Source: an optimization exercise on an open RTL-to-GDS flow (aim: small area, a short achievable clock period and few clock cycles per item). Production flows keep margins and buffers that such runs may drop.
At most, simulation tests tie the RTL to the original design; equivalence was not proved.

// tpu_top
module tpu_top (
    input  logic               clk,
    input  logic               rst_n,
    input  logic               start_valid,
    input  logic               host_we,
    input  tpu_pkg::bank_sel_t host_bank,
    input  tpu_pkg::addr_t     host_addr,
    input  tpu_pkg::word_t     host_wdata,
    output logic               start_ready,
    output logic               busy,
    output logic               done,
    output tpu_pkg::word_t     host_rdata
);
Size: roughly 630 flip-flops, about 38000 um^2 of cells after synthesis.
Settings: LEC_CHECK=0, ABC_AREA=1, CAP_MARGIN=20, CORE_MARGIN=2, CORE_UTILIZATION=50, CTS_BUF_LIST=sky130_fd_sc_hd__clkbuf_8, CTS_CLUSTER_DIAMETER=100, CTS_CLUSTER_SIZE=14, SETUP_SLACK_MARGIN=3.0, SLEW_MARGIN=20, TNS_END_PERCENT=0; clock period 7.5 ns.
standard.sh (not shown) runs the stock make flow with config.mk's settings and CLKGATE_MAP_FILE= SYNTH_SCRIPT=/design/flow/synth_recipe.tcl, a recipe that flattens the netlist after the stock synthesis.
==> flow/flow/run.sh <==
#!/bin/bash
# The standard layout (the standard.sh, synthesis included, unchanged),
# except that the port buffers are buf_4 cells: the default pick is a slow
# delay cell that repair_timing cannot swap out (footprint matching), and it
# sits on the host_addr -> host_rdata read path. Make's full output goes to
# flow_make.log here; each ORFS step also keeps its own log under orfs/logs.
set -euo pipefail
bash standard.sh BUFFER_PORTS_ARGS="-buffer_cell sky130_fd_sc_hd__buf_4" finish > flow_make.log 2>&1
==> next run, changes <==
--- a/flow/config.mk
+++ b/flow/config.mk
@@ -12,4 +12,3 @@
 export CTS_BUF_LIST = sky130_fd_sc_hd__clkbuf_8
-export CTS_CLUSTER_DIAMETER = 100
-export CTS_CLUSTER_SIZE = 14
+export CTS_CLUSTER_SIZE = 25
 export SETUP_SLACK_MARGIN = 3.0
Effect: Global-route usage climbs by 0.42 points. Utilization rises by 1.5 points. Worst setup slack degrades by 0.072 ns. Area after synthesis stays the same. Final area increases by 2.7%. Via count rises by 0.64%. Final cell count goes up by 1.7%.
No run of this note included a check of the RTL's function; only the layout flow was run.

========
Another version of the RTL of tpu_top (not shown whole).
For scale: roughly 4300 cells after synthesis, roughly 650 flip-flops, roughly 45 I/O pins.
Settings: LEC_CHECK=0, ABC_AREA=1, CAP_MARGIN=20, CORE_MARGIN=2, CORE_UTILIZATION=50, CTS_BUF_LIST=sky130_fd_sc_hd__clkbuf_16, CTS_CLUSTER_DIAMETER=120, CTS_CLUSTER_SIZE=22, SETUP_SLACK_MARGIN=2.9, SLEW_MARGIN=20, TNS_END_PERCENT=0; clock period 7.5 ns.
Scripts as last shown in full above: flow/flow/run.sh
The baseline ran to the end with no violations.
Testbench counts at the start, summed over its fixed seeds: cycles 20,480, items 320.
==> next run, changes <==
Settings changed: CORE_UTILIZATION 50 to 40, SETUP_SLACK_MARGIN 2.9 to 2.8.
The changed run passed the timing, design-rule and antenna checks; setup slack degrades by 0.10 ns; global-route usage drops by 6.8 points; design area drops slightly; flip-flop and latch count does not change; non-clock buffer count drops by 22; count of clock-buffer cells in the layout drops by 1.
==> next run, changes <==
Settings changed: CORE_UTILIZATION 40 to 50.
What happened:
- global-route usage rose by 6.6 points
- area after synthesis stays the same
- routed wire length falls by 2.0%
- design area is about the same
- first-iteration DRC count went down by 0.40%
- cell count drops by 3.8%
- worst setup slack is better by 0.086 ns
- maximum frequency goes up by 1.8%
- utilization goes up by 11 points

========
tpu_top again, from the RTL that the note above started with.
Settings: LEC_CHECK=0, ABC_AREA=1, CAP_MARGIN=20, CORE_MARGIN=2, CORE_UTILIZATION=50, CTS_BUF_LIST=sky130_fd_sc_hd__clkbuf_16, CTS_CLUSTER_DIAMETER=120, CTS_CLUSTER_SIZE=22, SETUP_SLACK_MARGIN=2.8, SLEW_MARGIN=20, TNS_END_PERCENT=0; clock period 7.5 ns.
run.sh (not shown) runs the stock make flow with config.mk's settings and CLKGATE_MAP_FILE= SYNTH_SCRIPT=/design/flow/synth_recipe.tcl, a recipe that flattens the netlist after the stock synthesis.
Stock flow here: none of the scripts above is used.
Testbench counts at the start, summed over its fixed seeds: cycles 20,480, items 320.
Then changed:
==> flow/flow/run.sh (new file) <==
#!/bin/bash
# The standard layout (the standard.sh, synthesis included, unchanged),
# except that the port buffers are buf_4 cells: the default pick is a slow
# delay cell that repair_timing cannot swap out (footprint matching), and it
# sits on the host_addr -> host_rdata read path. Make's full output goes to
# flow_make.log here; each ORFS step also keeps its own log under orfs/logs.
set -euo pipefail
bash standard.sh BUFFER_PORTS_ARGS="-buffer_cell sky130_fd_sc_hd__buf_4" finish > flow_make.log 2>&1
==> flow/standard.sh (new file) <==
#!/bin/bash
# synth_recipe.tcl (not shown) runs the flow's synth.tcl, then flattens the netlist and writes it again
# the make line also repeats each setting of config.mk as NAME=value (left out here)
make -C /OpenROAD-flow-scripts/flow DESIGN_CONFIG=/design/flow/config.mk WORK_HOME=/design/flow/orfs CLKGATE_MAP_FILE= SYNTH_SCRIPT=/design/flow/synth_recipe.tcl "${@:-finish}"
--- a/flow/config.mk
+++ b/flow/config.mk
@@ -11 +11 @@
-export CORE_UTILIZATION = 50
+export CORE_UTILIZATION = 60
removed: flow/run.sh
=> The changed run finished with timing, DRC and antenna clean. Setup slack gets worse by 0.035 ns. Synthesized cell count stays the same. Core utilization increases by 9.9 points. Hold slack gets better by 0.0073 ns. Die area decreases by about a fifth.
Then changed:
--- a/flow/config.mk
+++ b/flow/config.mk
@@ -11 +11 @@
-export CORE_UTILIZATION = 60
+export CORE_UTILIZATION = 50
@@ -15 +15 @@
-export SETUP_SLACK_MARGIN = 2.8
+export SETUP_SLACK_MARGIN = 3.0
What happened: The new run finished with timing, DRC and antenna clean. Routed wire length increases by 2.8%. Sequential share of layout area falls by 1.0 points.

========
RTL: one of the versions met above, not the one the previous note started from.
For scale: about 4900 cells after synthesis, roughly 630 flip-flops, ~45 I/O pins.
Settings: LEC_CHECK=0, ABC_AREA=1, CAP_MARGIN=20, CORE_MARGIN=2, CORE_UTILIZATION=60, CTS_BUF_LIST=sky130_fd_sc_hd__clkbuf_8, CTS_CLUSTER_SIZE=25, SETUP_SLACK_MARGIN=2.5, SLEW_MARGIN=20; clock period 7.5 ns.
Stock flow here: none of the scripts above is used.
Next try:
==> flow/flow/run.sh (new file) <==
#!/bin/bash
# The standard layout (the standard.sh, synthesis included, unchanged),
# except that the port buffers are buf_4 cells: the default pick is a slow
# delay cell that repair_timing cannot swap out (footprint matching), and it
# sits on the host_addr -> host_rdata read path. Make's full output goes to
# flow_make.log here; each ORFS step also keeps its own log under orfs/logs.
set -euo pipefail
bash standard.sh BUFFER_PORTS_ARGS="-buffer_cell sky130_fd_sc_hd__buf_4" finish > flow_make.log 2>&1
==> flow/standard.sh (new file) <==
#!/bin/bash
# synth_recipe.tcl (not shown) runs the flow's synth.tcl, then flattens the netlist and writes it again
# the make line also repeats each setting of config.mk as NAME=value (left out here)
make -C /OpenROAD-flow-scripts/flow DESIGN_CONFIG=/design/flow/config.mk WORK_HOME=/design/flow/orfs CLKGATE_MAP_FILE= SYNTH_SCRIPT=/design/flow/synth_recipe.tcl "${@:-finish}"
--- a/flow/config.mk
+++ b/flow/config.mk
@@ -9,7 +9,9 @@
 export CAP_MARGIN = 20
 export CORE_MARGIN = 2
-export CORE_UTILIZATION = 60
-export CTS_BUF_LIST = sky130_fd_sc_hd__clkbuf_8
-export CTS_CLUSTER_SIZE = 25
-export SETUP_SLACK_MARGIN = 2.5
+export CORE_UTILIZATION = 50
+export CTS_BUF_LIST = sky130_fd_sc_hd__clkbuf_16
+export CTS_CLUSTER_DIAMETER = 120
+export CTS_CLUSTER_SIZE = 22
+export SETUP_SLACK_MARGIN = 3.0
 export SLEW_MARGIN = 20
+export TNS_END_PERCENT = 0
removed: flow/run.sh
The changed run produced a clean layout.
Clock skew went up by 0.0033 ns.
Cell area drops by 2.0%.
Fmax went up by 4.0%.
Final cell count came out higher by 0.77%.
Register-to-register slack improves by 0.22 ns.
Critical path depth fell by 1.
Via count decreases by 2.7%.
Next try:
==> flow/run.sh (new file) <==
#!/bin/bash
# synth_recipe.tcl (not shown) runs the flow's synth.tcl, then flattens the netlist and writes it again
# the make line also repeats each setting of config.mk as NAME=value (left out here)
make -C /OpenROAD-flow-scripts/flow DESIGN_CONFIG=/design/flow/config.mk WORK_HOME=/design/flow/orfs CLKGATE_MAP_FILE= SYNTH_SCRIPT=/design/flow/synth_recipe.tcl finish
==> flow/config.mk (replaced) <==
export PLATFORM = sky130hd
export DESIGN_NAME = tpu_top
export DESIGN_NICKNAME = tpu_top
export VERILOG_FILES = /design/flow/design.v
export SDC_FILE = /design/flow/constraint.sdc
export NUM_CORES = 4
export LEC_CHECK = 0
export CAP_MARGIN = 20
export CORE_MARGIN = 2
export CORE_UTILIZATION = 60
export SETUP_SLACK_MARGIN = 2.5
export SLEW_MARGIN = 20
removed: flow/flow/run.sh
removed: flow/standard.sh
Outcome: Cell area rose by 6.9%. Setup slack got worse by 0.22 ns. Wire length rose by 5.8%. Clock skew fell by 0.0094 ns. Synthesized area rose by 2.4%. First-iteration DRC count rose by 31%. Cell count fell by 11%.
Next try:
==> flow/flow/run.sh (new file) <==
#!/bin/bash
# The standard layout (the standard.sh, synthesis included, unchanged),
# except that the port buffers are buf_4 cells: the default pick is a slow
# delay cell that repair_timing cannot swap out (footprint matching), and it
# sits on the host_addr -> host_rdata read path. Make's full output goes to
# flow_make.log here; each ORFS step also keeps its own log under orfs/logs.
set -euo pipefail
bash standard.sh BUFFER_PORTS_ARGS="-buffer_cell sky130_fd_sc_hd__buf_4" finish > flow_make.log 2>&1
==> flow/standard.sh (new file) <==
#!/bin/bash
# synth_recipe.tcl (not shown) runs the flow's synth.tcl, then flattens the netlist and writes it again
# the make line also repeats each setting of config.mk as NAME=value (left out here)
make -C /OpenROAD-flow-scripts/flow DESIGN_CONFIG=/design/flow/config.mk WORK_HOME=/design/flow/orfs CLKGATE_MAP_FILE= SYNTH_SCRIPT=/design/flow/synth_recipe.tcl "${@:-finish}"
--- a/flow/config.mk
+++ b/flow/config.mk
@@ -6,7 +6,10 @@
 export NUM_CORES = 4
 export LEC_CHECK = 0
+export ABC_AREA = 1
 export CAP_MARGIN = 20
 export CORE_MARGIN = 2
 export CORE_UTILIZATION = 60
+export CTS_BUF_LIST = sky130_fd_sc_hd__clkbuf_8
+export CTS_CLUSTER_SIZE = 25
 export SETUP_SLACK_MARGIN = 2.5
 export SLEW_MARGIN = 20
removed: flow/run.sh
What happened: The new run completed with no timing, DRC or antenna violations; setup slack gets better by 0.094 ns; synthesized area goes down by 2.3%; global-route usage goes down by 4.1 points; clock skew goes up by 0.0089 ns; clock-buffer cell count goes up by 36; register-to-register slack gets worse by 0.09 ns; wire length goes down by 11%; non-clock buffer count goes down by 158; core utilization goes down by 2.6 points; final area goes down by 6.0%.
No run of this note included a check of the RTL's function; only the layout flow was run.

[port drivers added, routing unchanged]
No port has a modelled driver above. Below, the same layouts with a new extraction and two added sets of constraints.
Step 1 assumes that a clkbuf_16 drives the clock port and a buf_2 every other input.
Step 2 adds t to the input delays and takes it off the output delays; t is the mean of the earliest and latest rising clock arrival at the registers after step 1. Input paths then give back, and output paths get back, about the clock's delay inside the block.
Three values: no drivers, after step 1, after step 2; two values: the first two.
| run | t, ns | setup WS [ns] | clock arrival spread, ns | worst register clock-pin slew, ns | pins driven straight from the clock port |
|---|---|---|---|---|---|
| the first run of note 1 | 0.795 | 2.671 / 2.627 / 2.627 | 0.085 / 0.084 | 0.12 / 0.12 | 1 |
| the second run of note 1 | 0.830 | 2.599 / 2.528 / 2.528 | 0.069 / 0.069 | 0.07 / 0.07 | 1 |
| the first run of note 2 | 0.677 | 2.659 / 2.613 / 2.613 | 0.037 / 0.036 | 0.11 / 0.11 | 1 |
| the second run of note 2 | 0.686 | 2.557 / 2.476 / 2.476 | 0.046 / 0.045 | 0.12 / 0.12 | 1 |
| the third run of note 2 | 0.674 | 2.643 / 2.598 / 2.598 | 0.031 / 0.032 | 0.10 / 0.10 | 1 |
| the first run of note 3 | 0.669 | 2.690 / 2.626 / 2.626 | 0.064 / 0.064 | 0.10 / 0.10 | 1 |
| the second run of note 3 | 0.655 | 2.655 / 2.618 / 2.618 | 0.033 / 0.033 | 0.10 / 0.10 | 1 |
| the third run of note 3 | 0.676 | 2.742 / 2.670 / 2.670 | 0.035 / 0.035 | 0.11 / 0.11 | 1 |
| the first run of note 4 | 0.819 | 2.455 / 2.420 / 2.420 | 0.041 / 0.041 | 0.07 / 0.07 | 1 |
| the second run of note 4 | 0.674 | 2.647 / 2.590 / 2.590 | 0.043 / 0.044 | 0.11 / 0.11 | 1 |
| the third run of note 4 | 0.692 | 2.424 / 2.177 / 2.177 | 0.036 / 0.036 | 0.08 / 0.08 | 1 |
| the fourth run of note 4 | 0.816 | 2.518 / 2.476 / 2.476 | 0.049 / 0.049 | 0.08 / 0.08 | 1 |
After both steps every run listed still meets setup and hold. For the third run of note 4, which loses most, drivers alone change the setup slack by -0.247 ns; drivers and shift together by -0.247 ns.
